From an optimization exercise on the open Yosys and OpenROAD flow, aimed at small area, a short achievable clock period and few clock cycles per item; shortcuts taken in it are not production practice. Only simulation tests tie the RTL to the original design; equivalence was not proved. Power and IR drop assume default switching activity.

==> flow/design.v <==
`timescale 1ns / 1ps
package wwcb_pkg;
   localparam int BUFFER_DEPTH = 32;
   localparam int IDX_W        = 5;
   localparam int CNT_W        = 6;
   localparam int ITEM_W       = 16;
   localparam int MODEM_W      = 3;
   localparam int KEY_W        = ITEM_W + MODEM_W;
   localparam int CLASS_W      = 3;
   localparam int WEIGHT_W     = 8;
   localparam int CLIM_W       = 6;
   localparam int SERIAL_W     = 32;
   localparam int CSR_ADDR_W   = 3;
   localparam int CSR_DATA_W   = 32;
   localparam logic [WEIGHT_W-1:0] WEIGHT_LIMIT_RESET = 8'd20;
   localparam logic [CLIM_W-1:0]   COUNT_LIMIT_RESET  = 6'd32;
   localparam logic REG_WEIGHT_LIMIT = 1'b0;
   localparam logic REG_COUNT_LIMIT  = 1'b1;
   localparam logic MODE_ADD   = 1'b0;
   localparam logic MODE_FLUSH = 1'b1;
   function automatic logic [WEIGHT_W-1:0] class_weight(input logic [CLASS_W-1:0] wclass);
      logic [WEIGHT_W-1:0] w;
      unique case (wclass)
         3'd0:    w = 8'd20;
         3'd1:    w = 8'd1;
         3'd2:    w = 8'd1;
         3'd3:    w = 8'd1;
         3'd4:    w = 8'd1;
         3'd5:    w = 8'd1;
         default: w = 8'd0;
      endcase
      class_weight = w;
   endfunction
   function automatic logic [8:0] inc9(input logic [8:0] x);
      logic [8:0] y;
      logic       c;
      c = 1'b1;
      for (int i = 0; i < 9; i++) begin
         y[i] = x[i] ^ c;
         c    = c & x[i];
      end
      inc9 = y;
   endfunction
   function automatic logic [8:0] dec9(input logic [8:0] x);
      logic [8:0] y;
      logic       b;
      b = 1'b1;
      for (int i = 0; i < 9; i++) begin
         y[i] = x[i] ^ b;
         b    = b & ~x[i];
      end
      dec9 = y;
   endfunction
endpackage
`timescale 1ns / 1ps
import wwcb_pkg::*;
module wwcb_csr (
   input  logic                                clock,
   input  logic                                reset,
   input  logic                                csr_psel,
   input  logic                                csr_penable,
   input  logic                                csr_pwrite,
   input  logic [wwcb_pkg::CSR_ADDR_W-1:0]     csr_paddr,
   input  logic [wwcb_pkg::CSR_DATA_W-1:0]     csr_pwdata,
   output logic [wwcb_pkg::CSR_DATA_W-1:0]     csr_prdata,
   output logic                                csr_pready,
   output logic [wwcb_pkg::WEIGHT_W-1:0]       limit_weight,
   output logic [wwcb_pkg::CLIM_W-1:0]         limit_count,
   output logic                                limit_weight_we,
   output logic                                limit_count_we,
   output logic [wwcb_pkg::WEIGHT_W:0]         limit_delta     
);
   logic [WEIGHT_W-1:0]        weight_limit_ff;
   logic [CLIM_W-1:0]          count_limit_ff;
   logic                       wr_strobe;
   logic                       reg_sel;
   logic [WEIGHT_W-1:0]        rdata_ff;
   logic [WEIGHT_W:0]          delta_ff;
   assign csr_pready = 1'b1;
   assign wr_strobe  = csr_psel & csr_penable & csr_pwrite & csr_pready;
   assign reg_sel    = csr_paddr[2];
   always_ff @(posedge clock) begin
      if (reset) begin
         weight_limit_ff <= WEIGHT_LIMIT_RESET;
         count_limit_ff  <= COUNT_LIMIT_RESET;
      end else if (wr_strobe) begin
         unique case (reg_sel)
            REG_WEIGHT_LIMIT: weight_limit_ff <= csr_pwdata[WEIGHT_W-1:0];
            REG_COUNT_LIMIT:  count_limit_ff  <= csr_pwdata[CLIM_W-1:0];
            default:          ;
         endcase
      end
   end
   always_ff @(posedge clock) begin
      unique case (reg_sel)
         REG_WEIGHT_LIMIT: begin
            rdata_ff <= weight_limit_ff;
            delta_ff <= {1'b0, csr_pwdata[WEIGHT_W-1:0]} - {1'b0, weight_limit_ff};
         end
         REG_COUNT_LIMIT: begin
            rdata_ff <= WEIGHT_W'(count_limit_ff);
            delta_ff <= {3'b000, csr_pwdata[CLIM_W-1:0]} - {3'b000, count_limit_ff};
         end
         default: ;
      endcase
   end
   assign csr_prdata      = {{(CSR_DATA_W-WEIGHT_W){1'b0}}, rdata_ff};
   assign limit_weight    = weight_limit_ff;
   assign limit_count     = count_limit_ff;
   assign limit_weight_we = wr_strobe & (reg_sel == REG_WEIGHT_LIMIT);
   assign limit_count_we  = wr_strobe & (reg_sel == REG_COUNT_LIMIT);
   assign limit_delta     = delta_ff;
endmodule
`timescale 1ns / 1ps
import wwcb_pkg::*;
module wwcb_entry_ram (
   input  logic                           clock,
   input  logic                           reset,
   input  logic [wwcb_pkg::IDX_W-1:0]     tail,
   input  logic                           wr_en0,    
   input  logic                           wr_en1,    
   input  logic [wwcb_pkg::KEY_W-1:0]     wr_data,
   input  logic                           act_set,   
   input  logic                           act_clr,
   input  logic                           cmp_en,
   input  logic [wwcb_pkg::KEY_W-1:0]     cmp_key,
   output logic                           match,
   input  logic [wwcb_pkg::IDX_W-1:0]     rd_addr,
   output logic [wwcb_pkg::KEY_W-1:0]     rdata
);
   logic [KEY_W-1:0]        mem [BUFFER_DEPTH];
   logic [BUFFER_DEPTH-1:0] act;
   logic [BUFFER_DEPTH-1:0] act_next;
   logic [BUFFER_DEPTH-1:0] hit;
   logic                    match_ff;
   logic [BUFFER_DEPTH-1:0] at_tail;
   logic [BUFFER_DEPTH-1:0] after_tail;
   logic [BUFFER_DEPTH-1:0] rd_sel;
   always_comb begin
      for (int i = 0; i < BUFFER_DEPTH; i++) begin
         at_tail[i] = (tail == IDX_W'(i));
         rd_sel[i]  = (rd_addr == IDX_W'(i));
      end
      after_tail = {at_tail[BUFFER_DEPTH-2:0], at_tail[BUFFER_DEPTH-1]};
   end
   always_ff @(posedge clock) begin
      for (int i = 0; i < BUFFER_DEPTH; i++) begin
         if ((wr_en0 & at_tail[i]) | (wr_en1 & after_tail[i])) begin
            mem[i] <= wr_data;
         end
      end
   end
   always_comb begin
      for (int i = 0; i < BUFFER_DEPTH; i++) begin
         act_next[i] = act[i] | (act_set & at_tail[i]);
         hit[i]      = (mem[i] == cmp_key) & act_next[i];
      end
   end
   always_ff @(posedge clock) begin
      if (reset || act_clr) begin
         act <= '0;
      end else begin
         act <= act_next;
      end
   end
   always_ff @(posedge clock) begin
      if (cmp_en) begin
         match_ff <= ~act_clr & (|hit);
      end
   end
   assign match = match_ff;
   always_comb begin
      rdata = '0;
      for (int i = 0; i < BUFFER_DEPTH; i++) begin
         rdata = rdata | (mem[i] & {KEY_W{rd_sel[i]}});
      end
   end
endmodule
`timescale 1ns / 1ps
import wwcb_pkg::*;
module wwcb_ctrl #(
   parameter int QDEPTH = 3
) (
   input  logic                               clock,
   input  logic                               reset,
   input  logic [wwcb_pkg::WEIGHT_W-1:0]      limit_weight,
   input  logic [wwcb_pkg::CLIM_W-1:0]        limit_count,
   input  logic                               limit_weight_we,
   input  logic                               limit_count_we,
   input  logic [wwcb_pkg::WEIGHT_W:0]        limit_delta,
   input  logic                               req_valid,
   output logic                               req_ready,
   input  logic                               req_mode,
   input  logic [wwcb_pkg::ITEM_W-1:0]        req_item_id,
   input  logic [wwcb_pkg::MODEM_W-1:0]       req_modem_index,
   input  logic [wwcb_pkg::CLASS_W-1:0]       req_weight_class,
   output logic                               rsp_valid,
   input  logic                               rsp_ready,
   output logic [wwcb_pkg::ITEM_W-1:0]        rsp_out_item_id,
   output logic [wwcb_pkg::MODEM_W-1:0]       rsp_out_modem_index,
   output logic [wwcb_pkg::SERIAL_W-1:0]      rsp_batch_serial,
   output logic                               rsp_last,
   output logic [wwcb_pkg::IDX_W-1:0]         ram_tail,
   output logic                               ram_wr_en0,
   output logic                               ram_wr_en1,
   output logic [wwcb_pkg::KEY_W-1:0]         ram_wr_data,
   output logic                               ram_act_set,
   output logic                               ram_act_clr,
   output logic                               ram_cmp_en,
   output logic [wwcb_pkg::KEY_W-1:0]         ram_cmp_key,
   input  logic                               ram_match,
   output logic [wwcb_pkg::IDX_W-1:0]         ram_rd_addr,
   input  logic [wwcb_pkg::KEY_W-1:0]         ram_rdata
);
   logic                 a_valid;
   logic                 a_mode;
   logic [KEY_W-1:0]     a_key;
   logic [CLASS_W-1:0]   a_cls;
   logic                 s_valid;
   logic                 s_mode;
   logic [CLASS_W-1:0]   s_cls;
   logic [CNT_W-1:0]         act_cnt;   
   logic [CNT_W:0]       crem;         
   logic [WEIGHT_W:0]    wrem;         
   logic [SERIAL_W-1:0]  hs;           
   logic [CNT_W-1:0]     rem1;         
   logic                 last_ff;      
   logic [1:0]           emp;          
   logic [QDEPTH-1:0]    qv;           
   logic [QDEPTH-1:0][CNT_W-1:0] qn;    
   logic [QDEPTH-1:0][1:0]       qd;    
   logic [QDEPTH-1:0]            qv_n;
   logic [QDEPTH-1:0]            qv_sh;
   logic [QDEPTH-1:0][CNT_W-1:0] qn_n;
   logic [QDEPTH-1:0][1:0]       qd_n;
   logic [IDX_W-1:0]     rd;           
   logic [IDX_W-1:0]     tail;
   logic [CNT_W-1:0]     occ;          
   logic                 o_valid;
   logic [KEY_W-1:0]     o_key;
   logic                 accept;       
   logic                 s_take;
   logic                 s_add;
   logic [WEIGHT_W-1:0]  cls_w;
   logic                 w_hit;
   logic                 can_app;
   logic                 pre_app;
   logic                 append;
   logic                 c_hit_app;
   logic                 c_hit_no;
   logic                 rel_base;
   logic                 rel_if_app;
   logic                 rel_if_not;
   logic                 rel_need;
   logic                 stall;
   logic                 fire;
   logic                 release_b;
   logic                 fa;
   logic                 may_app;
   logic                 slot_ok;
   logic [CNT_W-1:0]     act_p1;
   logic                 act_nz;
   logic [CNT_W-1:0]     rn;           
   logic                 rn_nz;
   logic                 rn_is1;
   logic                 pop;
   logic                 pop_last;
   logic                 rem1_is0;
   logic                 rem1_is1;
   logic                 rem1_is2;
   logic                 rem1_after0;
   logic                 idle_after;
   logic                 o_load;
   logic                 deq;
   logic                 enq;
   logic [1:0]           emp_p1;
   logic [1:0]           hs_add;
   logic [SERIAL_W-1:0]  hs_sum0;
   logic [SERIAL_W-1:0]  hs_sum1;
   logic [3:0]           hs_lo0;
   logic [3:0]           hs_lo1;
   logic [SERIAL_W-4:0]  hs_hi_inc;
   logic [CNT_W-1:0]     occ_p1;
   logic [CNT_W-1:0]     occ_m1;
   logic [CNT_W-1:0]     rem1_m1;
   logic [CNT_W:0]       crem_m1;
   logic [WEIGHT_W:0]    wrem_mc;
   assign s_add     = ~s_mode;
   assign cls_w     = wwcb_pkg::class_weight(s_cls);
   always_comb begin
      unique case (s_cls)
         3'd0:                         w_hit = wrem[WEIGHT_W] | (wrem[WEIGHT_W-1:0] <= 8'd20);
         3'd1, 3'd2, 3'd3, 3'd4, 3'd5: w_hit = wrem[WEIGHT_W] | (wrem[WEIGHT_W-1:0] <= 8'd1);
         default:                      w_hit = wrem[WEIGHT_W] | (wrem[WEIGHT_W-1:0] == 8'd0);
      endcase
   end
   assign c_hit_no   = crem[CNT_W] | (crem[CNT_W-1:0] == 6'd0);
   assign c_hit_app  = crem[CNT_W] | (crem[CNT_W-1:0] <= 6'd1);
   assign can_app    = ~act_cnt[CNT_W-1];
   assign pre_app    = s_add & can_app;             
   assign append     = pre_app & ~ram_match;
   assign rel_base   = s_mode | w_hit;
   assign rel_if_app = rel_base | c_hit_app;
   assign rel_if_not = rel_base | c_hit_no;
   assign rel_need   = append ? rel_if_app : rel_if_not;
   assign stall      = qv[QDEPTH-1] | (emp == 2'd3);
   assign fire       = s_valid & ~stall;
   assign release_b  = fire & rel_need;
   assign fa         = fire & append;
   assign act_p1     = CNT_W'(wwcb_pkg::inc9(9'(act_cnt)));
   assign act_nz     = (act_cnt != '0);
   assign rn         = append ? act_p1 : act_cnt;
   assign rn_nz      = append | act_nz;
   assign rn_is1     = append ? ~act_nz : (act_cnt == CNT_W'(1));
   assign crem_m1    = (CNT_W+1)'(wwcb_pkg::dec9(9'(crem)));
   assign wrem_mc    = wrem - {1'b0, cls_w};
   assign may_app   = s_valid & pre_app;
   assign slot_ok   = may_app ? (occ <= CNT_W'(BUFFER_DEPTH - 2)) : (occ <= CNT_W'(BUFFER_DEPTH - 1));
   assign s_take    = ~(s_valid & stall) & (slot_ok | (~s_valid & act_cnt[CNT_W-1]));
   assign accept    = a_valid & s_take;
   assign req_ready = ~a_valid | s_take;
   assign pop         = o_valid & rsp_ready;
   assign rem1_is0    = (rem1 == '0);
   assign rem1_is1    = last_ff;
   assign rem1_is2    = (rem1 == CNT_W'(2));
   assign pop_last    = pop & rem1_is1;
   assign rem1_after0 = rem1_is0 | pop_last;
   assign idle_after  = rem1_after0 & ~qv[0];
   assign o_load      = (~o_valid & ~rem1_is0) | (pop & (~rem1_is1 | qv[0]));
   assign deq         = pop_last & qv[0];
   assign enq         = release_b & rn_nz & ~idle_after;
   assign emp_p1      = 2'(wwcb_pkg::inc9(9'(emp)));
   assign rem1_m1     = CNT_W'(wwcb_pkg::dec9(9'(rem1)));
   assign hs_add    = qv[0] ? qd[0] : emp;
   assign hs_lo0    = {1'b0, hs[2:0]} + {2'b00, hs_add};
   assign hs_lo1    = {1'b0, hs[2:0]} + {2'b00, hs_add} + 4'd1;
   assign hs_hi_inc = hs[SERIAL_W-1:3] + (SERIAL_W-3)'(1);
   assign hs_sum0   = {hs_lo0[3] ? hs_hi_inc : hs[SERIAL_W-1:3], hs_lo0[2:0]};
   assign hs_sum1   = {hs_lo1[3] ? hs_hi_inc : hs[SERIAL_W-1:3], hs_lo1[2:0]};
   assign occ_p1 = CNT_W'(wwcb_pkg::inc9(9'(occ)));
   assign occ_m1 = CNT_W'(wwcb_pkg::dec9(9'(occ)));
   assign ram_tail    = tail;
   assign ram_wr_en0  = accept & ~fa & (occ != CNT_W'(BUFFER_DEPTH));
   assign ram_wr_en1  = accept & (occ <= CNT_W'(BUFFER_DEPTH - 2));
   assign ram_wr_data = a_key;
   assign ram_act_set = fa;
   assign ram_act_clr = release_b;
   assign ram_cmp_en  = accept;
   assign ram_cmp_key = a_key;
   assign ram_rd_addr = rd;
   always_comb begin
      qv_n = qv;
      qn_n = qn;
      qd_n = qd;
      if (deq) begin
         for (int j = 0; j < QDEPTH - 1; j++) begin
            qv_n[j] = qv[j + 1];
            qn_n[j] = qn[j + 1];
            qd_n[j] = qd[j + 1];
         end
         qv_n[QDEPTH-1] = 1'b0;
      end
      qv_sh = qv_n;
      if (enq) begin
         for (int j = 0; j < QDEPTH; j++) begin
            if (~qv_sh[j] && (j == 0 || qv_sh[(j > 0) ? j - 1 : 0])) begin
               qv_n[j] = 1'b1;
               qn_n[j] = rn;
               qd_n[j] = emp_p1;
            end
         end
      end
   end
   always_ff @(posedge clock) begin
      if (req_valid & req_ready) begin
         a_mode <= req_mode;
         a_key  <= {req_item_id, req_modem_index};
         a_cls  <= req_weight_class;
      end
      if (accept) begin
         s_mode <= a_mode;
         s_cls  <= a_cls;
      end
      qn <= qn_n;
      qd <= qd_n;
      if (o_load) begin
         o_key <= ram_rdata;
      end
   end
   always_ff @(posedge clock) begin
      if (reset) begin
         a_valid <= 1'b0;
         s_valid <= 1'b0;
         act_cnt <= '0;
         crem    <= 7'd32;
         wrem    <= 9'd20;
         hs      <= '0;
         emp     <= '0;
         rem1    <= '0;
         last_ff <= 1'b0;
         qv      <= '0;
         rd      <= '0;
         tail    <= '0;
         occ     <= '0;
         o_valid <= 1'b0;
      end else begin
         if (req_valid & req_ready) begin
            a_valid <= 1'b1;
         end else if (accept) begin
            a_valid <= 1'b0;
         end
         if (accept) begin
            s_valid <= 1'b1;
         end else if (fire) begin
            s_valid <= 1'b0;
         end
         if (release_b) begin
            act_cnt <= '0;
         end else if (fa) begin
            act_cnt <= act_p1;
         end
         if (limit_count_we) begin
            crem <= crem + limit_delta[CNT_W:0];
         end else if (release_b) begin
            crem <= {1'b0, limit_count};
         end else if (fa) begin
            crem <= crem_m1;
         end
         if (limit_weight_we) begin
            wrem <= wrem + limit_delta;
         end else if (release_b) begin
            wrem <= {1'b0, limit_weight};
         end else if (fire) begin
            wrem <= wrem_mc;
         end
         if (fa) begin
            tail <= tail + IDX_W'(1);
         end
         if (o_load) begin
            rd <= rd + IDX_W'(1);
         end
         if (fa & ~o_load) begin
            occ <= occ_p1;
         end else if (~fa & o_load) begin
            occ <= occ_m1;
         end
         if (o_load) begin
            o_valid <= 1'b1;
         end else if (pop) begin
            o_valid <= 1'b0;
         end
         if (release_b & idle_after) begin
            hs      <= hs_sum1;
            emp     <= '0;
            rem1    <= rn;
            last_ff <= rn_is1;
         end else begin
            if (pop_last) begin
               hs      <= hs_sum0;
               rem1    <= qv[0] ? qn[0] : '0;
               last_ff <= qv[0] & (qn[0] == CNT_W'(1));
            end else if (pop) begin
               rem1    <= rem1_m1;
               last_ff <= rem1_is2;
            end
            if (release_b) begin
               emp <= rn_nz ? 2'd0 : emp_p1;
            end else if (pop_last & ~qv[0]) begin
               emp <= '0;
            end
            qv <= qv_n;
         end
      end
   end
   assign rsp_valid           = o_valid;
   assign rsp_out_item_id     = o_key[KEY_W-1:MODEM_W];
   assign rsp_out_modem_index = o_key[MODEM_W-1:0];
   assign rsp_batch_serial    = hs;
   assign rsp_last            = last_ff;
endmodule
`timescale 1ns / 1ps
import wwcb_pkg::*;
module weighted_write_coalescing_buffer_unit (
   input  logic                               clock,
   input  logic                               reset,
   input  logic                               req_valid,
   output logic                               req_ready,
   input  logic                               req_mode,
   input  logic [wwcb_pkg::ITEM_W-1:0]        req_item_id,
   input  logic [wwcb_pkg::MODEM_W-1:0]       req_modem_index,
   input  logic [wwcb_pkg::CLASS_W-1:0]       req_weight_class,
   output logic                               rsp_valid,
   input  logic                               rsp_ready,
   output logic [wwcb_pkg::ITEM_W-1:0]        rsp_out_item_id,
   output logic [wwcb_pkg::MODEM_W-1:0]       rsp_out_modem_index,
   output logic [wwcb_pkg::SERIAL_W-1:0]      rsp_batch_serial,
   output logic                               rsp_last,
   input  logic                               csr_psel,
   input  logic                               csr_penable,
   input  logic                               csr_pwrite,
   input  logic [wwcb_pkg::CSR_ADDR_W-1:0]    csr_paddr,
   input  logic [wwcb_pkg::CSR_DATA_W-1:0]    csr_pwdata,
   output logic [wwcb_pkg::CSR_DATA_W-1:0]    csr_prdata,
   output logic                               csr_pready
);
   logic [WEIGHT_W-1:0] limit_weight;
   logic [CLIM_W-1:0]   limit_count;
   logic                limit_weight_we;
   logic                limit_count_we;
   logic [WEIGHT_W:0]   limit_delta;
   logic [IDX_W-1:0]    ram_tail;
   logic                ram_wr_en0;
   logic                ram_wr_en1;
   logic [KEY_W-1:0]    ram_wr_data;
   logic                ram_act_set;
   logic                ram_act_clr;
   logic                ram_cmp_en;
   logic [KEY_W-1:0]    ram_cmp_key;
   logic                ram_match;
   logic [IDX_W-1:0]    ram_rd_addr;
   logic [KEY_W-1:0]    ram_rdata;
   wwcb_csr u_csr (
      .clock       (clock),
      .reset       (reset),
      .csr_psel    (csr_psel),
      .csr_penable (csr_penable),
      .csr_pwrite  (csr_pwrite),
      .csr_paddr   (csr_paddr),
      .csr_pwdata  (csr_pwdata),
      .csr_prdata  (csr_prdata),
      .csr_pready  (csr_pready),
      .limit_weight (limit_weight),
      .limit_count  (limit_count),
      .limit_weight_we (limit_weight_we),
      .limit_count_we  (limit_count_we),
      .limit_delta     (limit_delta)
   );
   wwcb_entry_ram u_entry_ram (
      .clock       (clock),
      .reset       (reset),
      .tail        (ram_tail),
      .wr_en0      (ram_wr_en0),
      .wr_en1      (ram_wr_en1),
      .wr_data     (ram_wr_data),
      .act_set     (ram_act_set),
      .act_clr     (ram_act_clr),
      .cmp_en      (ram_cmp_en),
      .cmp_key     (ram_cmp_key),
      .match       (ram_match),
      .rd_addr     (ram_rd_addr),
      .rdata       (ram_rdata)
   );
   wwcb_ctrl u_ctrl (
      .clock               (clock),
      .reset               (reset),
      .limit_weight        (limit_weight),
      .limit_count         (limit_count),
      .limit_weight_we     (limit_weight_we),
      .limit_count_we      (limit_count_we),
      .limit_delta         (limit_delta),
      .req_valid           (req_valid),
      .req_ready           (req_ready),
      .req_mode            (req_mode),
      .req_item_id         (req_item_id),
      .req_modem_index     (req_modem_index),
      .req_weight_class    (req_weight_class),
      .rsp_valid           (rsp_valid),
      .rsp_ready           (rsp_ready),
      .rsp_out_item_id     (rsp_out_item_id),
      .rsp_out_modem_index (rsp_out_modem_index),
      .rsp_batch_serial    (rsp_batch_serial),
      .rsp_last            (rsp_last),
      .ram_tail            (ram_tail),
      .ram_wr_en0          (ram_wr_en0),
      .ram_wr_en1          (ram_wr_en1),
      .ram_wr_data         (ram_wr_data),
      .ram_act_set         (ram_act_set),
      .ram_act_clr         (ram_act_clr),
      .ram_cmp_en          (ram_cmp_en),
      .ram_cmp_key         (ram_cmp_key),
      .ram_match           (ram_match),
      .ram_rd_addr         (ram_rd_addr),
      .ram_rdata           (ram_rdata)
   );
endmodule
==> flow/run.sh <==
#!/bin/bash
# synth_recipe.tcl (not shown) runs the flow's synth.tcl, then flattens the netlist and writes it again
# the make line also repeats each setting of config.mk as NAME=value (left out here)
make -C /OpenROAD-flow-scripts/flow DESIGN_CONFIG=/design/flow/config.mk WORK_HOME=/design/flow/orfs CLKGATE_MAP_FILE= SYNTH_SCRIPT=/design/flow/synth_recipe.tcl finish
==> flow/config.mk <==
export PLATFORM = sky130hd
export DESIGN_NAME = weighted_write_coalescing_buffer_unit
export DESIGN_NICKNAME = weighted_write_coalescing_buffer_unit
export VERILOG_FILES = /design/flow/design.v
export SDC_FILE = /design/flow/constraint.sdc
export NUM_CORES = 4
export LEC_CHECK = 0
export CAP_MARGIN = 20
export CORE_MARGIN = 2
export CORE_UTILIZATION = 40
export SETUP_SLACK_MARGIN = 3.0
export SLEW_MARGIN = 20
==> flow/constraint.sdc <==
create_clock -name core_clock -period 6.0 [get_ports {clock}]
set_input_delay 1.2000 -clock core_clock [delete_from_list [all_inputs] [get_ports {clock}]]
set_output_delay 1.2000 -clock core_clock [all_outputs]
set_load 0.01 [all_outputs]
==> impl_summary.log, run 1 <==
INFO  metric wl_per_cell = 33.3 µm
INFO  metric grt_max_degree = 65
INFO  metric drt-vias-per-instance = about 6.3
INFO  metric crit_path_end_kind = flop
INFO  metric core = approximately 0.098 mm²
INFO  metric report.power.total = 15.3 mW
INFO  metric total_number_of_vias = 30,100
INFO  metric crit_family = simple AND/OR/NAND/NOR gates
INFO  metric fin_nets = approximately 3,600
INFO  metric worstSetupPathType = flop to flop
INFO  metric period_minus_slack = around 3.2 ns
INFO  metric slew_viol_final = 0
INFO  metric placement.setup.worst_slack = just under 2 ns
INFO  metric layout_setup_ws = 2.75 ns
INFO  metric num_rows = approximately 120
INFO  metric finalSetupViolations = 0
INFO  metric worst_skew_pair.late_latency = a little under 0.7 ns
INFO  metric crit_slowest_cell = a222oi_1
INFO  metric async_flop_share = 0%
INFO  metric ant_nets = 0
INFO  metric antenna_found_initial = 9
INFO  metric finalHoldViolCount = 0
INFO  metric fill_cells = 8,668
INFO  metric clock_tree.htree_level_count = 3
INFO  metric finalHoldWorstSlack = between 0.4 and 0.5 ns
INFO  metric first_pass_iters = 9
INFO  metric holdBufCountCts = 0
INFO  metric yosys_warnings = 4
INFO  metric post_synthesis_cells = 3,194
INFO  metric area_growth_syn_to_layout = 20.2%
INFO  metric final_core_utilization = about half
INFO  metric cts_buffers = 90
INFO  metric fin_cells = between 4,000 and 5,000
INFO  metric leading_register_cell_type_out_of_synthesis = edfxtp_1
INFO  metric die-area = approximately 0.10 mm²
INFO  metric finalClockSkew = between 0.03 and 0.04 ns
INFO  metric wire_length_of_the_first_global_routing_pass = roughly 220,000 µm
INFO  metric rsz0062_at_grt = true
INFO  metric portBuffers = 100
INFO  metric cts.reportedPaths.clkPinSlew = roughly 0.06 ns
INFO  metric share_clk_of_total_power = 35.9%
INFO  metric floorplan.die.width = 318 µm
INFO  metric placed_cells_incl_taps = around 4,500
INFO  metric post_synthesis_instance_area = between 0.03 and 0.04 mm²
INFO  metric post-dp-hpwl = 110,000 µm
INFO  metric share_of_yosys_cell_area_claimed_by_the_top_area_cell_type = about half
INFO  metric number_of_ports_placed_on_the_die_boundary = 152
INFO  metric die-height = 318 µm
INFO  metric fin_tns_setup = 0 ns
INFO  metric number_of_enable_flip_flop_cells_after_synthesis = 663
INFO  metric layout.cells.most_common = edfxtp_1
INFO  metric initial_core_util = 40.3%
INFO  metric finalWeightedCongestion = approximately 1.1
INFO  metric layout-drive-gt1-share = between 10% and 20%
INFO  metric total_leakage_power = 16.1 nW
INFO  metric finalInstanceArea = 0.0475 mm²
INFO  metric synth_area_leaders = edfxtp_1 (50%), xor2_1 (10%), dfxtp_1 (8.3%)
INFO  metric top_achievable_clock_speed = roughly 300 MHz
INFO  metric placed_cell_area = ~0.043 mm²
INFO  metric sw_frac_of_total = 29.6%
INFO  metric synth_cell_types = 73
INFO  metric netlist.top_cell.by_area = edfxtp_1
INFO  metric combPwrFrac = approximately a fifth
INFO  metric global_route.usage.total = 30.5%
INFO  metric p_int = 10.8 mW
INFO  metric drt_first_iter_violations = a little under 5,000
INFO  metric root_buffer = clkbuf_16
INFO  metric critical_path.max_fanout = 5
INFO  metric cp_data_arrival_time = between 3 and 4 ns
INFO  metric max_slew.worst_pin.slew = about 1.1 ns
INFO  metric status = timing/DRC/antenna clean
INFO  metric power_density = around 320 mW/mm²
INFO  metric synth-seq-area-share = roughly 59%
INFO  metric slew_headroom = 28.6%
INFO  metric via_count_of_the_first_global_routing_pass = 27,900
INFO  metric timing.critical_path.cells = inv_1 > ha_2 > nand2_2 > nor2_4 > buf_12 > a222oi_1 > nand4_1 > or3_4
INFO  metric number_of_synthesized_register_bits = 827
INFO  metric timing.hold.worst.class = flop to flop
INFO  metric seq_power_share = 43.9%
INFO  metric drc = 0
INFO  metric clock_path_buffers = 3
INFO  metric crit_path_max_incr_delay = around 0.83 ns
INFO  metric timing.critical_path.from_type = flop
INFO  metric grt.overflow.total = 0
INFO  metric syn-mean-instance-area = ~12 µm²
INFO  metric p_sw = 4.54 mW
INFO  metric tritoncts = yes
INFO  metric layout.cells.most_common_list = edfxtp_1 (663), xor2_1 (459), xnor2_1 (182), dfxtp_1 (153), a22oi_1 (150)
INFO  metric clock-sinks = just over 800
INFO  metric maxCapViolCount = 0
INFO  metric worstPathRequired = roughly 6.4 ns
INFO  metric worst-path-buf-inv = 2
INFO  metric irDropWorstVdd = roughly 270 µV
INFO  metric fin_crit_sh = 54.1%
INFO  metric routed_wire_length = 159,000 µm
[sequential cells by signal, indices dropped and copies added (netlist names), 5 cells and up]
name                   count
u_ctrl.qn                 18
u_entry_ram.mem          608
u_ctrl.a_key              19
u_csr.rdata_ff             8
u_entry_ram.act           32
u_csr.count_limit_ff       6
u_ctrl.rd                  5
u_csr.weight_limit_ff      8
u_ctrl.qd                  6
u_ctrl.o_key              19
u_ctrl.crem                7
u_csr.delta_ff             9
u_ctrl.wrem                9
u_ctrl.occ                 6
u_ctrl.tail                5
u_ctrl.act_cnt             6
u_ctrl.rem1                6
u_ctrl.hs                 32
[cell type report]
cell class | instances | area (µm²) | share of cell area (%)
sequential | 827 | 23200 | 48.9
multi-input combinational | 2128 | 16300 | 34.4
timing repair buffer | 308 | 3190 | 6.72
clock buffer | 122 | 2550 | 5.37
tap | 1287 | 1610 | 3.39
clock inverter | 41 | 305 | 0.643
inverter | 74 | 285 | 0.601
antenna | 1 | 2.50 | 0.00527
[power by group through the flow]
stage | logic [mW] | clock network, mW | registers (mW)
3_3_place_gp | 2.59 | 0 | 6.86
4_1_cts | 2.81 | 5.55 | 6.72
3_5_place_dp | 2.60 | 0 | 6.86
2_1_floorplan | 1.41 | 0 | 6.85
6_report | 3.10 | 5.50 | 6.72
5_1_grt | 3.23 | 5.76 | 6.74
[what timing repair did]
item                       CTS  global route
setup buffers               67            22
setup endpoints to repair  701           498
cloned                       2             3
gates resized for setup    138           112
hold endpoints to repair     0             0
pin swaps                   48            45
[layer usage]
| layer | up-vias | wire length, µm | track usage [%] |
|---|---|---|---|
| met5 | - | 195 | 0.851 |
| met4 | 14 | 13800 | 20.3 |
| met3 | 533 | 20700 | 9.68 |
| met2 | 2225 | 66500 | 44.6 |
| met1 | 14900 | 58100 | 38.7 |
| li1 | 12500 | - | - |
[worst paths after layout]
path                                     from         endpoint  slack (ns)  cells past startpoint
worst max-delay path             u_ctrl.rd[0]  u_ctrl.o_key[8]        2.75                      8
worst min-delay path            u_ctrl.a_mode    u_ctrl.s_mode        0.42                      0
worst max register to register   u_ctrl.rd[0]  u_ctrl.o_key[8]        2.75                      8
worst min register to register  u_ctrl.a_mode    u_ctrl.s_mode        0.42                      0
[worst register-to-register path: cells and delay by family (launching register included)]
kind	cells	cell delay, ns
AOI/OAI and AO/OA	1	0.84
and+or+nand+nor	4	1.30
buffers and inverters	2	0.23
DFF	1	0.39
adders and majority gates	1	0.22
[cell families after synthesis]
logic type	after synthesis	share of synthesized area [%]
AOI/OAI and AO/OA	558	10.3
xor gates and xnor gates	644	14.3
adders and majority gates	72	2.37
buffers and inverters	265	2.79
DFF	827	58.7
muxes	50	1.32
other	2	0.0190
and+or+nand+nor	776	10.3
[synth_stat cells (18+ instances only)]
master / n
inv_1: 73
clkbuf_1: 97
nor2b_1: 26
mux2i_1: 35
a222oi_1: 38
nor2_1: 163
nand3_1: 51
nand4_1: 115
nand2_1: 130
a22o_1: 53
nor3_1: 50
buf_1: 62
dfxtp_1: 164
a21oi_1: 97
or3_1: 32
nor4_1: 129
a221oi_1: 54
nand2b_1: 18
o21ai_0: 58
buf_4: 27
xnor2_1: 182
ha_1: 67
edfxtp_1: 663
a22oi_1: 154
xor2_1: 462
Testbench counts, summed over its fixed seeds: cycles 12,315, items 12,000.
==> run 2, diff against run 1 <==
--- a/flow/design.v
+++ b/flow/design.v
@@ -130,9 +130,8 @@
 );
    logic [KEY_W-1:0]        mem [BUFFER_DEPTH];
    logic [BUFFER_DEPTH-1:0] act;
-   logic [BUFFER_DEPTH-1:0] act_next;
-   logic [BUFFER_DEPTH-1:0] hit;
-   logic                    match_ff;
+   logic [BUFFER_DEPTH-1:0] eqv;
+   logic [BUFFER_DEPTH-1:0] eqv_in;
    logic [BUFFER_DEPTH-1:0] at_tail;
    logic [BUFFER_DEPTH-1:0] after_tail;
    logic [BUFFER_DEPTH-1:0] rd_sel;
@@ -150,25 +149,26 @@
          end
       end
    end
-   always_comb begin
+   always_ff @(posedge clock) begin
       for (int i = 0; i < BUFFER_DEPTH; i++) begin
-         act_next[i] = act[i] | (act_set & at_tail[i]);
-         hit[i]      = (mem[i] == cmp_key) & act_next[i];
+         if (reset || act_clr) begin
+            act[i] <= 1'b0;
+         end else if (act_set && at_tail[i]) begin
+            act[i] <= 1'b1;
+         end
       end
    end
-   always_ff @(posedge clock) begin
-      if (reset || act_clr) begin
-         act <= '0;
-      end else begin
-         act <= act_next;
+   always_comb begin
+      for (int i = 0; i < BUFFER_DEPTH; i++) begin
+         eqv_in[i] = (mem[i] == cmp_key);
       end
    end
    always_ff @(posedge clock) begin
       if (cmp_en) begin
-         match_ff <= ~act_clr & (|hit);
+         eqv <= eqv_in;
       end
    end
-   assign match = match_ff;
+   assign match = |(eqv & act);
    always_comb begin
       rdata = '0;
       for (int i = 0; i < BUFFER_DEPTH; i++) begin
@@ -236,6 +236,8 @@
    logic [IDX_W-1:0]     rd;           
    logic [IDX_W-1:0]     tail;
    logic [CNT_W-1:0]     occ;          
+   logic                 occ_le30;     
+   logic                 occ_le31;     
    logic                 o_valid;
    logic [KEY_W-1:0]     o_key;
    logic                 accept;       
@@ -268,8 +270,10 @@
    logic                 rem1_is0;
    logic                 rem1_is1;
    logic                 rem1_is2;
-   logic                 rem1_after0;
-   logic                 idle_after;
+   logic                 idle_now;
+   logic                 pl_nq;
+   logic                 promote;
+   logic [1:0]           qd_new;
    logic                 o_load;
    logic                 deq;
    logic                 enq;
@@ -315,7 +319,7 @@
    assign crem_m1    = (CNT_W+1)'(wwcb_pkg::dec9(9'(crem)));
    assign wrem_mc    = wrem - {1'b0, cls_w};
    assign may_app   = s_valid & pre_app;
-   assign slot_ok   = may_app ? (occ <= CNT_W'(BUFFER_DEPTH - 2)) : (occ <= CNT_W'(BUFFER_DEPTH - 1));
+   assign slot_ok   = may_app ? occ_le30 : occ_le31;
    assign s_take    = ~(s_valid & stall) & (slot_ok | (~s_valid & act_cnt[CNT_W-1]));
    assign accept    = a_valid & s_take;
    assign req_ready = ~a_valid | s_take;
@@ -324,11 +328,13 @@
    assign rem1_is1    = last_ff;
    assign rem1_is2    = (rem1 == CNT_W'(2));
    assign pop_last    = pop & rem1_is1;
-   assign rem1_after0 = rem1_is0 | pop_last;
-   assign idle_after  = rem1_after0 & ~qv[0];
+   assign idle_now    = rem1_is0 & ~qv[0];
+   assign pl_nq       = pop_last & ~qv[0];
+   assign promote     = rem1_is0 & qv[0];
    assign o_load      = (~o_valid & ~rem1_is0) | (pop & (~rem1_is1 | qv[0]));
-   assign deq         = pop_last & qv[0];
-   assign enq         = release_b & rn_nz & ~idle_after;
+   assign deq         = (pop_last & qv[0]) | promote;
+   assign enq         = release_b & rn_nz & ~idle_now;
+   assign qd_new      = pl_nq ? 2'd1 : emp_p1;
    assign emp_p1      = 2'(wwcb_pkg::inc9(9'(emp)));
    assign rem1_m1     = CNT_W'(wwcb_pkg::dec9(9'(rem1)));
    assign hs_add    = qv[0] ? qd[0] : emp;
@@ -340,8 +346,8 @@
    assign occ_p1 = CNT_W'(wwcb_pkg::inc9(9'(occ)));
    assign occ_m1 = CNT_W'(wwcb_pkg::dec9(9'(occ)));
    assign ram_tail    = tail;
-   assign ram_wr_en0  = accept & ~fa & (occ != CNT_W'(BUFFER_DEPTH));
-   assign ram_wr_en1  = accept & (occ <= CNT_W'(BUFFER_DEPTH - 2));
+   assign ram_wr_en0  = accept & ~fa & occ_le31;
+   assign ram_wr_en1  = accept & occ_le30;
    assign ram_wr_data = a_key;
    assign ram_act_set = fa;
    assign ram_act_clr = release_b;
@@ -366,7 +372,7 @@
             if (~qv_sh[j] && (j == 0 || qv_sh[(j > 0) ? j - 1 : 0])) begin
                qv_n[j] = 1'b1;
                qn_n[j] = rn;
-               qd_n[j] = emp_p1;
+               qd_n[j] = qd_new;
             end
          end
       end
@@ -402,6 +408,8 @@
          rd      <= '0;
          tail    <= '0;
          occ     <= '0;
+         occ_le30 <= 1'b1;
+         occ_le31 <= 1'b1;
          o_valid <= 1'b0;
       end else begin
          if (req_valid & req_ready) begin
@@ -440,36 +448,43 @@
             rd <= rd + IDX_W'(1);
          end
          if (fa & ~o_load) begin
-            occ <= occ_p1;
+            occ      <= occ_p1;
+            occ_le30 <= (occ <= CNT_W'(BUFFER_DEPTH - 3));
+            occ_le31 <= (occ <= CNT_W'(BUFFER_DEPTH - 2));
          end else if (~fa & o_load) begin
-            occ <= occ_m1;
+            occ      <= occ_m1;
+            occ_le30 <= (occ <= CNT_W'(BUFFER_DEPTH - 1));
+            occ_le31 <= 1'b1;
          end
          if (o_load) begin
             o_valid <= 1'b1;
          end else if (pop) begin
             o_valid <= 1'b0;
          end
-         if (release_b & idle_after) begin
+         if (release_b & idle_now) begin
             hs      <= hs_sum1;
-            emp     <= '0;
             rem1    <= rn;
             last_ff <= rn_is1;
-         end else begin
-            if (pop_last) begin
-               hs      <= hs_sum0;
-               rem1    <= qv[0] ? qn[0] : '0;
-               last_ff <= qv[0] & (qn[0] == CNT_W'(1));
-            end else if (pop) begin
-               rem1    <= rem1_m1;
-               last_ff <= rem1_is2;
-            end
-            if (release_b) begin
-               emp <= rn_nz ? 2'd0 : emp_p1;
-            end else if (pop_last & ~qv[0]) begin
-               emp <= '0;
-            end
-            qv <= qv_n;
+         end else if (deq) begin
+            hs      <= hs_sum0;
+            rem1    <= qn[0];
+            last_ff <= (qn[0] == CNT_W'(1));
+         end else if (pl_nq) begin
+            hs      <= hs_sum0;
+            rem1    <= '0;
+            last_ff <= 1'b0;
+         end else if (pop) begin
+            rem1    <= rem1_m1;
+            last_ff <= rem1_is2;
+         end
+         if (release_b & idle_now) begin
+            emp <= '0;
+         end else if (release_b) begin
+            emp <= rn_nz ? 2'd0 : (pl_nq ? 2'd1 : emp_p1);
+         end else if (pl_nq) begin
+            emp <= '0;
          end
+         qv <= qv_n;
       end
    end
    assign rsp_valid           = o_valid;
--- a/flow/config.mk
+++ b/flow/config.mk
@@ -8,5 +8,5 @@
 export CAP_MARGIN = 20
 export CORE_MARGIN = 2
 export CORE_UTILIZATION = 40
-export SETUP_SLACK_MARGIN = 3.0
+export SETUP_SLACK_MARGIN = 2.5
 export SLEW_MARGIN = 20
==> impl_summary.log, run 2 <==
INFO  metric post_synthesis_cells = 3,212 (+0.56%)
INFO  metric largest_register_ff_count = 608 (unchanged)
INFO  metric top_achievable_clock_speed = 280 MHz (-9.1%)
INFO  metric met3_usage = 6.11% (-3.6 points)
INFO  metric antenna_found_initial = 4 (-5)
INFO  metric slew_headroom = 14.6% (-14 points)
INFO  metric die-area = 0.104 mm² (+2.7%)
INFO  metric async_flop_share = 0% (unchanged)
INFO  metric share_of_yosys_cell_area_claimed_by_the_top_area_cell_type = 51.3% (+0.95 points)
INFO  metric ant_nets = 0 (unchanged)
INFO  metric power_density = 329 mW/mm² (+2.0%)
INFO  metric cp_data_arrival_time = 3.98 ns (+0.35 ns)
INFO  metric wire_length_of_the_first_global_routing_pass = 212,000 µm (-2.9%)
INFO  metric critical_path.max_fanout = 19 (+14)
INFO  metric drt-vias-per-instance = 6.19 (-1.6%)
INFO  metric die-height = 323 µm (+1.3%)
INFO  metric grt.overflow.total = 0 (unchanged)
INFO  metric leading_register_cell_type_out_of_synthesis = edfxtp_1
INFO  metric cts_buffers = 94 (+4.4%)
INFO  metric via_count_of_the_first_global_routing_pass = 27,700 (-0.75%)
INFO  metric post_synth_most_frequent_cells = edfxtp_1 (694), xor2_1 (621), dfxtp_1 (166), nor4_1 (166), a22oi_1 (165)
INFO  metric crit_path_end_kind = flop
INFO  metric layout_setup_ws = 2.43 ns (-0.325 ns)
INFO  metric fill_cells = 9,015 (+4.0%)
INFO  metric post_synthesis_instance_area = 0.0406 mm² (+2.7%)
INFO  metric crit_end = u_ctrl.o_key[11]
INFO  metric rsz0062_at_grt = true
INFO  metric fin_nets = 3,476 (-2.5%)
INFO  metric portBuffers = 100 (unchanged)
INFO  metric root_buffer = clkbuf_16
INFO  metric syn-mean-instance-area = 12.6 µm² (+2.2%)
INFO  metric core = 0.100 mm² (+2.2%)
INFO  metric layout.cells.most_common_list = edfxtp_1 (694), xor2_1 (621), a22oi_1 (165), dfxtp_1 (164), nor4_1 (161)
INFO  metric cts.reportedPaths.clkPinSlew = 0.06 ns (about the same)
INFO  metric finalClockSkew = 0.0472 ns (+0.0153 ns)
INFO  metric layout-drive-gt1-share = 9.75% (-6.0 points)
INFO  metric total_number_of_vias = 29,600 (-1.8%)
INFO  metric yosys_warnings = 4 (unchanged)
INFO  metric worstHoldStart = u_entry_ram.act[20]
INFO  metric finalSetupViolations = 0 (unchanged)
INFO  metric drt_first_iter_violations = 4,540 (-7.0%)
INFO  metric globalRoute.busiestLayer = met2
INFO  metric total_leakage_power = 16.1 nW (about the same)
INFO  metric final_core_utilization = 46.8% (-1.6 points)
INFO  metric first_pass_iters = 9 (unchanged)
INFO  metric clock_tree.htree_level_count = 3 (unchanged)
INFO  metric max_slew.worst_pin.slew = 1.27 ns (+0.199 ns)
INFO  metric finalHoldWorstSlack = 0.470 ns (+0.0503 ns)
INFO  metric synth_area_leaders = edfxtp_1 (51%), xor2_1 (13%), dfxtp_1 (8.2%)
INFO  metric maxCapViolCount = 0 (unchanged)
INFO  metric register_with_the_highest_flop_count = u_entry_ram.mem
INFO  metric post-dp-hpwl = 106,000 µm (-3.1%)
INFO  metric timing.hold.worst.class = flop to flop
INFO  metric worst_r2r_startpoint = u_ctrl.rd[0]
INFO  metric yosys.cell_count.top_type = edfxtp_1
INFO  metric wl_per_cell = 32.1 µm (-3.6%)
INFO  metric irDropWorstVdd = 234 µV (-13%)
INFO  metric holdBufCountCts = 0 (unchanged)
INFO  metric clock-sinks = 860 (+4.0%)
INFO  metric number_of_synthesized_register_bits = 860 (+4.0%)
INFO  metric fin_tns_setup = 0 ns (unchanged)
INFO  metric crit_start = u_ctrl.rd[0]
INFO  metric worst_skew_pair.late_latency = 0.71 ns (+0.03 ns)
INFO  metric synth_cell_types = 70 (-4.1%)
INFO  metric worstSetupPathType = flop to flop
INFO  metric grt_max_degree = 71 (+9.2%)
INFO  metric placement.setup.worst_slack = 1.97 ns (+0.00741 ns)
INFO  metric netlist.top_cell.by_area = edfxtp_1
INFO  metric gr-usage-met1 = 37.9% (-0.71 points)
INFO  metric placed_cell_area = 0.0437 mm² (+2.3%)
INFO  metric worstPathRequired = 6.41 ns (+0.03 ns)
INFO  metric finalWeightedCongestion = 1.03 (-4.2%)
INFO  metric synth-seq-area-share = 59.5% (+0.83 points)
INFO  metric routed_wire_length = 153,000 µm (-3.9%)
INFO  metric area_growth_syn_to_layout = 15.6%
INFO  metric rr_worst_depth = 9 (+1)
INFO  metric globalRouteMet2Util = 43.4% (-1.2 points)
INFO  metric finalInstanceArea = 0.0469 mm² (-1.2%)
INFO  metric clock_path_buffers = 3 (unchanged)
INFO  metric floorplan.die.width = 323 µm (+1.3%)
INFO  metric finalHoldViolCount = 0 (unchanged)
INFO  metric global_route.usage.total = 28.9% (-1.6 points)
INFO  metric number_of_enable_flip_flop_cells_after_synthesis = 694 (+4.7%)
INFO  metric slew_viol_final = 0 (unchanged)
INFO  metric fin_crit_sh = 59.5% (+5.4 points)
INFO  metric initial_core_util = 40.5% (+0.21 points)
INFO  metric layout.cells.most_common = edfxtp_1
INFO  metric r2r_slack = 2.43 ns (-0.32 ns)
INFO  metric status = timing/DRC/antenna clean
INFO  metric period_minus_slack = 3.57 ns (+0.325 ns)
INFO  metric number_of_ports_placed_on_the_die_boundary = 152 (unchanged)
INFO  metric timing.rr.end = u_ctrl.o_key[11]
INFO  metric tritoncts = yes
INFO  metric drc = 0 (unchanged)
INFO  metric num_rows = 116 (+0.87%)
INFO  metric timing.critical_path.from_type = flop
## run 2: cell types whose count changed in the layout (fill, tap and decap cells not counted), moves of 15 or more
cell,before,now
a22oi_1,150,165
a31oi_1,16,41
buf_12,34,9
buf_4,137,104
buf_6,29,1
edfxtp_1,663,694
nand2_1,116,101
nor2_1,119,99
nor3_1,38,15
nor4_1,108,161
o31ai_1,6,21
or3_1,23,39
xnor2_1,182,22
xor2_1,459,621
## run 2: repair_timing
action                                 CTS  global route
gates cloned                             1             0
resized for setup                       18             7
setup buffers                            2             6
setup endpoints to repair              275           305
pin swaps                                2             3
endpoints found under the hold margin    0             0
## run 2: worst max-delay path: stages, from the launching register on
cell and delay [ns]:
dfxtp_1 0.43, inv_1 0.10, ha_1 0.23, nand2_1 0.23
nor2_2 0.07, buf_4 0.27, a22o_1 0.38, a221oi_1 0.66
nand4_1 0.41, or3_1 0.51
## run 2: report_power, final
part           switching (mW)  leakage (nW)  internal, mW
combinational            1.68          6.94         0.861
clock                    2.54          1.50          3.36
sequential              0.203          7.66          6.80
## run 2: how the worst min path moves through the flow
stage / cells after the start / slack (ns) / to
finish: 2 / 0.47 / u_entry_ram.act[20]
global route: 0 / 0.49 / u_ctrl.s_cls[0]
CTS: 2 / 0.47 / u_csr.count_limit_ff[2]
detailed placement: 2 / 0.46 / u_entry_ram.act[21]
global placement: 2 / 0.45 / u_entry_ram.act[24]
floorplan: 0 / 0.40 / u_ctrl.s_cls[0]
## run 2: layout make-up
type | count | area, µm² | share of cell area, %
clock buffers | 116 | 2540 | 5.41
clock inverters | 57 | 533 | 1.14
repair buffers | 213 | 1960 | 4.18
diodes | 3 | 7.51 | 0.0160
inverters | 72 | 270 | 0.576
well taps | 1357 | 1700 | 3.62
flip-flops and latches | 860 | 24200 | 51.5
multi-input cells | 2098 | 15800 | 33.6
## run 2: through the flow
step | power, mW | cells
2_1_floorplan | 8.46 | 3235
3_3_place_gp | 9.56 | 4590
3_5_place_dp | 9.58 | 4591
4_1_cts | 15.4 | 4767
5_1_grt | 15.9 | 4773
6_report | 15.4 | 4776
## run 2: routing by layer
metal	routed length, µm	vias to the layer above
li1	-	12500
met4	11800	2
met2	66200	1928
met3	16100	403
met1	59000	14800
met5	15	-
## run 2: cells by family after synthesis
kind of cell | count (synthesis) | share of synthesized area, %
flops | 860 | 59.5
simple gates | 713 | 9.44
xor+xnor | 643 | 13.9
compound gates | 590 | 10.7
buf+inv | 278 | 2.83
fa+ha+maj | 72 | 2.31
mux | 54 | 1.36
other cells | 2 | 0.0185
Testbench counts of run 2, summed over its fixed seeds: cycles 12,315, items 12,000.
==> run 3, diff against run 2 <==
--- a/flow/config.mk
+++ b/flow/config.mk
@@ -8,5 +8,5 @@
 export CAP_MARGIN = 20
 export CORE_MARGIN = 2
 export CORE_UTILIZATION = 40
-export SETUP_SLACK_MARGIN = 2.5
+export SETUP_SLACK_MARGIN = 2.8
 export SLEW_MARGIN = 20
==> impl_summary.log, run 3 <==
INFO  metric status = timing/DRC/antenna clean
INFO  metric top_achievable_clock_speed = 299 MHz (+6.8%)
INFO  metric cp_data_arrival_time = 3.75 ns (-0.23 ns)
INFO  metric grt_max_degree = 65 (-8.5%)
INFO  metric total_number_of_vias = 29,500 (-0.30%)
INFO  metric slew_headroom = 19.6% (+5.0 points)
INFO  metric number_of_synthesized_register_bits = 860 (unchanged)
INFO  metric floorplan.die.width = 323 µm (unchanged)
INFO  metric crit_slowest_cell = nor4_1
INFO  metric ant_nets = 0 (unchanged)
INFO  metric routed_wire_length = 153,000 µm (-0.13%)
INFO  metric die-area = 0.104 mm² (unchanged)
INFO  metric crit_path_end_kind = flop
INFO  metric initial_core_util = 40.5% (unchanged)
INFO  metric async_flop_share = 0% (unchanged)
INFO  metric crit_path_max_incr_delay = 0.84 ns (+0.18 ns)
INFO  metric final_core_utilization = 47.3% (+0.47 points)
INFO  metric synth-seq-area-share = 59.5% (unchanged)
INFO  metric slew_viol_final = 0 (unchanged)
INFO  metric drt-vias-per-instance = 6.14 (-0.82%)
INFO  metric layout.cells.most_common_list = edfxtp_1 (694), xor2_1 (621), a22oi_1 (165), dfxtp_1 (163), nor4_1 (157)
INFO  metric root_buffer = clkbuf_16
INFO  metric yosys.cell_count.top_type = edfxtp_1
INFO  metric irDropWorstVdd = 352 µV (+51%)
INFO  metric layout_setup_ws = 2.66 ns (+0.227 ns)
INFO  metric finalWeightedCongestion = 1.03 (+0.43%)
INFO  metric total_leakage_power = 16.3 nW (+1.4%)
INFO  metric timing.hold.worst.class = flop to flop
INFO  metric die-height = 323 µm (unchanged)
INFO  metric synth_cell_types = 70 (unchanged)
INFO  metric fin_crit_sh = 55.7% (-3.8 points)
INFO  metric finalHoldWorstSlack = 0.428 ns (-0.0419 ns)
INFO  metric clock-sinks = 860 (unchanged)
INFO  metric syn-mean-instance-area = 12.6 µm² (unchanged)
INFO  metric max_slew.worst_pin.slew = 1.20 ns (-0.0744 ns)
INFO  metric cts.reportedPaths.clkPinSlew = 0.06 ns (about the same)
INFO  metric clock_tree.htree_level_count = 3 (unchanged)
INFO  metric register_with_the_highest_flop_count = u_entry_ram.mem
INFO  metric cts_buffers = 94 (unchanged)
INFO  metric clock_path_buffers = 3 (unchanged)
INFO  metric min_delay_path_depth = 0 (-2)
INFO  metric worst_r2r_startpoint = u_ctrl.a_key[9]
INFO  metric critical_path.max_fanout = 38 (+19)
INFO  metric post_synthesis_cells = 3,212 (unchanged)
INFO  metric antenna_cells = 0 (-3)
INFO  metric finalClockSkew = 0.0583 ns (+0.0111 ns)
INFO  metric synth_area_leaders = edfxtp_1 (51%), xor2_1 (13%), dfxtp_1 (8.2%)
INFO  metric rr_worst_depth = 5 (-4)
INFO  metric wl_per_cell = 31.9 µm (-0.65%)
INFO  metric layout-drive-gt1-share = 11.4% (+1.6 points)
INFO  metric placement.setup.worst_slack = 2.15 ns (+0.183 ns)
INFO  metric finalHoldViolCount = 0 (unchanged)
INFO  metric timing.critical_path.cells = buf_4 > xor2_1 > nor4_1 > nand4_1 > nor4_1
INFO  metric period_minus_slack = 3.34 ns (-0.227 ns)
INFO  metric tritoncts = yes
INFO  metric timing.critical_path.from_type = flop
INFO  metric number_of_ports_placed_on_the_die_boundary = 152 (unchanged)
INFO  metric core = 0.100 mm² (unchanged)
INFO  metric timing.critical_path.mode_cell = nor4_1
INFO  metric worst_skew_pair.late_latency = 0.71 ns (about the same)
INFO  metric hold-path-endpoint = u_ctrl.s_cls[0]
INFO  metric power_density = 329 mW/mm² (about the same)
INFO  metric share_of_yosys_cell_area_claimed_by_the_top_area_cell_type = 51.3% (unchanged)
INFO  metric first_pass_iters = 6 (-3)
INFO  metric rsz0062_at_grt = true
INFO  metric worstHoldStart = u_ctrl.a_cls[0]
INFO  metric post_synth_most_frequent_cells = edfxtp_1 (694), xor2_1 (621), dfxtp_1 (166), nor4_1 (166), a22oi_1 (165)
INFO  metric r2r_slack = 2.66 ns (+0.23 ns)
INFO  metric leading_register_cell_type_out_of_synthesis = edfxtp_1
INFO  metric number_of_enable_flip_flop_cells_after_synthesis = 694 (unchanged)
INFO  metric via_count_of_the_first_global_routing_pass = 27,600 (-0.44%)
INFO  metric largest_register_ff_count = 608 (unchanged)
INFO  metric timing.rr.end = u_entry_ram.eqv[26]
INFO  metric fin_nets = 3,504 (+0.81%)
INFO  metric worstPathRequired = 6.40 ns (about the same)
INFO  metric maxCapViolCount = 0 (unchanged)
INFO  metric worstSetupPathType = flop to flop
INFO  metric antenna_found_initial = 6 (+2)
INFO  metric holdBufCountCts = 0 (unchanged)
INFO  metric area_growth_syn_to_layout = 16.8%
INFO  metric post_synthesis_instance_area = 0.0406 mm² (unchanged)
INFO  metric global_route.usage.total = 28.9% (about the same)
INFO  metric drc = 0 (unchanged)
INFO  metric wire_length_of_the_first_global_routing_pass = 212,000 µm (about the same)
INFO  metric fin_tns_setup = 0 ns (unchanged)
INFO  metric post-dp-hpwl = 105,000 µm (-1.5%)
INFO  metric drt_first_iter_violations = 4,703 (+3.6%)
INFO  metric num_rows = 116 (unchanged)
INFO  metric portBuffers = 100 (unchanged)
INFO  metric layout.cells.most_common = edfxtp_1
INFO  metric yosys_warnings = 4 (unchanged)
INFO  metric finalSetupViolations = 0 (unchanged)
INFO  metric netlist.top_cell.by_area = edfxtp_1
INFO  metric grt.overflow.total = 0 (unchanged)
[run 3: changes by cell type in the layout (fill, tap and decap cells not counted), sizes merged]
cell	change
buf	+26
bufinv	+4
clkbuf	-2
clkinv	+3
clkinvlp	-3
diode	-3
dlygate4sd2	-1
inv	-1
mux2	+2
[run 3: where the power goes]
part,switching (mW),internal (mW),total (mW)
clock network,2.52,3.49,6.01
registers,0.193,6.80,6.99
logic,1.69,0.911,2.60
[run 3: cell type report]
type,instances,area [µm²]
Timing Repair Buffer,239,2220
Clock inverter,60,659
Fill cell,8936,52900
Sequential cell,860,24200
Multi-Input combinational cell,2100,15900
Clock buffer,113,2500
Inverter,72,270
Tap cell,1357,1700
[run 3: worst max-delay path: cells and delay by family (launching register included)]
family | cells | cell delay [ns]
flip-flops | 1 | 0.49
AND/OR/NAND/NOR | 3 | 1.84
XOR/XNOR | 1 | 0.13
buffers and inverters | 1 | 0.57
[run 3: worst max-delay path by stage]
stage	start	to	slack [ns]	cells past startpoint
final	u_ctrl.a_key[9]	u_entry_ram.eqv[26]	2.66	5
after global routing	u_ctrl.s_mode	req_ready	2.60	6
after CTS	u_ctrl.act_cnt[5]	req_ready	2.56	6
after detailed placement	csr_paddr[2]	u_ctrl.wrem[6]	2.15	8
after global placement	csr_paddr[2]	u_ctrl.wrem[6]	2.24	8
after floorplan	rsp_ready	u_ctrl.occ[5]	2.56	10
[run 3: through the flow]
step	power, mW	instance area (µm²)	std cells
after floorplan	8.47	40800	3235
after global placement	9.57	43600	4593
after global routing	16.0	47400	4801
after CTS	15.6	47200	4791
after detailed placement	9.59	43700	4593
final	15.6	47400	4801
[run 3: routing by layer]
layer / wire [µm] / GRT usage (%) / vias to the layer above
met4: 11800 / 18.6 / 10
li1: - / - / 12500
met3: 16800 / 7.06 / 425
met2: 65800 / 43.1 / 1851
met1: 58500 / 37.6 / 14700
met5: 73 / 0 / -
[run 3: cells by family (layout without fill, tap and decap cells)]
family	Yosys count	after routing	share of synthesized area, %
compound gates	590	590	10.7
mux	54	57	1.36
fa+ha+maj	72	72	2.31
xor+xnor	643	643	13.9
simple gates	713	713	9.44
other cells	2	25	0.0185
flops	860	860	59.5
buf+inv	278	484	2.83
[run 3: timing repair]
item	4_1_cts	5_1_grt
setup endpoints to repair	308	141
gates cloned	2	1
endpoints found under the hold margin	0	0
pin swaps	7	11
resized for setup	25	30
buffers inserted	23	9
==> run 4, diff against run 3 <==
--- a/flow/config.mk
+++ b/flow/config.mk
@@ -8,5 +8,5 @@
 export CAP_MARGIN = 20
 export CORE_MARGIN = 2
 export CORE_UTILIZATION = 40
-export SETUP_SLACK_MARGIN = 2.8
+export SETUP_SLACK_MARGIN = 3.0
 export SLEW_MARGIN = 20
==> impl_summary.log, run 4 <==
INFO  metric core = 0.100 mm² (unchanged)
INFO  metric die-area = 0.104 mm² (unchanged)
INFO  metric via_count_of_the_first_global_routing_pass = 27,900 (+1.3%)
INFO  metric yosys.cell_count.top_type = edfxtp_1
INFO  metric finalClockSkew = 0.0583 ns (+0.0000599 ns)
INFO  metric root_buffer = clkbuf_16
INFO  metric drc = 0 (unchanged)
INFO  metric sw_frac_of_total = 29.0% (+0.78 points)
INFO  metric num_rows = 116 (unchanged)
INFO  metric wire_length_of_the_first_global_routing_pass = 214,000 µm (+1.2%)
INFO  metric ant_nets = 0 (unchanged)
INFO  metric p_int = 10.9 mW (-2.6%)
INFO  metric synth_area_leaders = edfxtp_1 (51%), xor2_1 (13%), dfxtp_1 (8.2%)
INFO  metric fin_nets = 3,534 (+0.86%)
INFO  metric r2r_slack = 2.90 ns (+0.24 ns)
INFO  metric worstPathRequired = 6.39 ns (about the same)
INFO  metric report.power.total = 15.4 mW (-1.5%)
INFO  metric initial_core_util = 40.5% (unchanged)
INFO  metric worstSetupPathType = flop to flop
INFO  metric clock_tree.htree_level_count = 3 (unchanged)
INFO  metric post_synth_most_frequent_cells = edfxtp_1 (694), xor2_1 (621), dfxtp_1 (166), nor4_1 (166), a22oi_1 (165)
INFO  metric synth_cell_types = 70 (unchanged)
INFO  metric antenna_found_initial = 7 (+1)
INFO  metric post_synthesis_cells = 3,212 (unchanged)
INFO  metric drt-vias-per-instance = 6.23 (+1.5%)
INFO  metric p_sw = 4.45 mW (+1.2%)
INFO  metric register_with_the_highest_flop_count = u_entry_ram.mem
INFO  metric number_of_synthesized_register_bits = 860 (unchanged)
INFO  metric wl_per_cell = 32.2 µm (+0.98%)
INFO  metric min_delay_path_depth = 0 (unchanged)
INFO  metric total_leakage_power = 16.5 nW (+1.1%)
INFO  metric syn-mean-instance-area = 12.6 µm² (unchanged)
INFO  metric top_achievable_clock_speed = 322 MHz (+7.7%)
INFO  metric max_slew.worst_pin.slew = 1.11 ns (-0.0847 ns)
INFO  metric cts.reportedPaths.clkPinSlew = 0.06 ns (about the same)
INFO  metric rr_worst_depth = 8 (+3)
INFO  metric fin_crit_sh = 51.7% (-4.0 points)
INFO  metric number_of_ports_placed_on_the_die_boundary = 152 (unchanged)
INFO  metric clock-sinks = 860 (unchanged)
INFO  metric cp_data_arrival_time = 3.50 ns (-0.25 ns)
INFO  metric finalSetupViolations = 0 (unchanged)
INFO  metric floorplan.die.width = 323 µm (unchanged)
INFO  metric clock_path_buffers = 3 (unchanged)
INFO  metric tritoncts = yes
INFO  metric total_number_of_vias = 30,100 (+2.2%)
INFO  metric area_growth_syn_to_layout = 18.4%
INFO  metric crit_path_end_kind = flop
INFO  metric routed_wire_length = 156,000 µm (+1.7%)
INFO  metric yosys_warnings = 4 (unchanged)
INFO  metric rsz0062_at_grt = true
INFO  metric number_of_enable_flip_flop_cells_after_synthesis = 694 (unchanged)
INFO  metric grt.overflow.total = 0 (unchanged)
INFO  metric timing.hold.worst.class = flop to flop
INFO  metric layout.cells.most_common_list = edfxtp_1 (694), xor2_1 (621), a22oi_1 (164), dfxtp_1 (154), nor4_1 (142)
INFO  metric drt_first_iter_violations = 4,587 (-2.5%)
INFO  metric grt_max_degree = 65 (unchanged)
INFO  metric global_route.usage.total = 29.2% (+0.32 points)
INFO  metric share_of_yosys_cell_area_claimed_by_the_top_area_cell_type = 51.3% (unchanged)
INFO  metric post_synthesis_instance_area = 0.0406 mm² (unchanged)
INFO  metric power_density = 320 mW/mm² (-2.8%)
INFO  metric post-dp-hpwl = 105,000 µm (+0.46%)
INFO  metric portBuffers = 100 (unchanged)
INFO  metric leading_register_cell_type_out_of_synthesis = edfxtp_1
INFO  metric cts_buffers = 94 (unchanged)
INFO  metric finalHoldViolCount = 0 (unchanged)
INFO  metric irDropWorstVdd = 240 µV (-32%)
INFO  metric async_flop_share = 0% (unchanged)
INFO  metric finalWeightedCongestion = 1.04 (+0.73%)
INFO  metric synth-seq-area-share = 59.5% (unchanged)
INFO  metric fin_tns_setup = 0 ns (unchanged)
INFO  metric timing.critical_path.from_type = flop
INFO  metric seq_power_share = 45.7% (+0.9 points)
INFO  metric slew_headroom = 25.8% (+6.2 points)
INFO  metric largest_register_ff_count = 608 (unchanged)
INFO  metric die-height = 323 µm (unchanged)
INFO  metric final_core_utilization = 47.9% (+0.65 points)
INFO  metric maxCapViolCount = 0 (unchanged)
INFO  metric slew_viol_final = 0 (unchanged)
INFO  metric critical_path.max_fanout = 11 (-71%)
INFO  metric layout.cells.most_common = edfxtp_1
INFO  metric first_pass_iters = 11 (+5)
INFO  metric share_clk_of_total_power = 36.9% (-1.6 points)
INFO  metric worst_skew_pair.late_latency = 0.70 ns (about the same)
INFO  metric period_minus_slack = 3.10 ns (-0.240 ns)
INFO  metric layout-drive-gt1-share = 14.4% (+3.0 points)
INFO  metric status = timing/DRC/antenna clean
INFO  metric netlist.top_cell.by_area = edfxtp_1
INFO  metric combPwrFrac = 17.5% (+0.8 points)
[run 4: logic make-up after synthesis]
group / synth area share (%)
muxes: 1.36
AOI/OAI and AO/OA: 10.7
xor gates and xnor gates: 13.9
buffers and inverters: 2.83
DFF: 59.5
other: 0.0185
and+or+nand+nor: 9.44
adders and majority gates: 2.31
[run 4: critical path, cell delays in order (launching register included)]
cell and delay, ns:
dfxtp_4 0.36, ha_4 0.18, and3_4 0.20, ha_4 0.17, buf_12 0.14, buf_4 0.13
a222oi_1 0.89, nand4_1 0.22, or3_1 0.54
[run 4: cell type report]
cell class	instances	area (µm²)
diodes	1	2.50
inverters	72	274
flip-flops and latches	860	24200
well taps	1357	1700
multi-input cells	2101	16400
clock buffers	120	2510
clock inverters	57	437
fillers	8874	52200
repair buffers	268	2560
[run 4: final timing paths]
path | start | to
worst max register to register | u_ctrl.rd[0] | u_ctrl.o_key[4]
worst max-delay path | u_ctrl.rd[0] | u_ctrl.o_key[4]
worst min-delay path | u_ctrl.a_cls[0] | u_ctrl.s_cls[0]
worst min register to register | u_ctrl.a_cls[0] | u_ctrl.s_cls[0]
[run 4: what timing repair did]
item | in CTS | in global routing
setup buffers | 24 | 43
gates cloned | 3 | 1
pin swaps | 24 | 40
hold buffers | 0 | 0
endpoints found under the setup margin | 455 | 498
gates resized for setup | 103 | 95
[run 4: power groups by stage]
| stage | clock network, mW | logic, mW | registers (mW) |
|---|---|---|---|
| floorplan | 0 | 1.36 | 7.12 |
| global placement | 0 | 2.43 | 7.13 |
| detailed placement | 0 | 2.45 | 7.14 |
| CTS | 5.70 | 2.56 | 7.01 |
| global route | 5.94 | 2.83 | 7.04 |
| finish | 5.66 | 2.69 | 7.02 |
[run 4: metrics by stage]
| step | area (µm²) | cells | hold slack, ns | setup WS, ns |
|---|---|---|---|---|
| 2_1_floorplan | 40800 | 3235 | 0.400 | 2.63 |
| 3_3_place_gp | 43700 | 4586 | 0.403 | 2.18 |
| 3_5_place_dp | 43700 | 4587 | 0.405 | 2.10 |
| 4_1_cts | 47300 | 4791 | 0.420 | 2.92 |
| 5_1_grt | 48100 | 4835 | 0.426 | 2.84 |
| 6_report | 48100 | 4836 | 0.419 | 2.90 |
[run 4: metal layers]
layer	GRT usage [%]	share of wire (%)	up-vias
li1	-	-	12600
met1	37.6	38	14900
met2	43.0	43	2108
met3	8.47	12	491
met4	18.9	7.9	8
met5	0	0.037	-

==> afterwards: timing with drivers on the ports <==
Ports are ideal in the flow. The routed layouts listed here were re-timed in OpenROAD.
Step 1 assumes that a clkbuf_16 drives the clock port and a buf_2 every other input.
Step 2 also shifts input and output timing later by t, the mid clock arrival at the registers, as if the neighbouring blocks saw the same clock.
Three values: no drivers, after step 1, after step 2; two values: the first two.
| run | t, ns | setup WS [ns] | worst setup path after step 2 | latest minus earliest clock arrival (ns) | worst data-port slew with drivers (ns) |
|---|---|---|---|---|---|
| run 1 | 0.736 | 2.753 / 2.753 / 2.473 | input to register | 0.033 / 0.033 | 0.05 |
| run 2 | 0.756 | 2.428 / 2.428 / 1.939 | input to register | 0.047 / 0.047 | 0.05 |
| run 3 | 0.750 | 2.655 / 2.604 / 2.294 | input to register | 0.060 / 0.060 | 0.03 |
| run 4 | 0.749 | 2.895 / 2.871 / 2.436 | input to register | 0.062 / 0.062 | 0.05 |
After both steps every run listed still meets setup and hold. The setup slack of run 2, which loses most, moves by 0.000 ns with the drivers and by -0.489 ns with both steps.
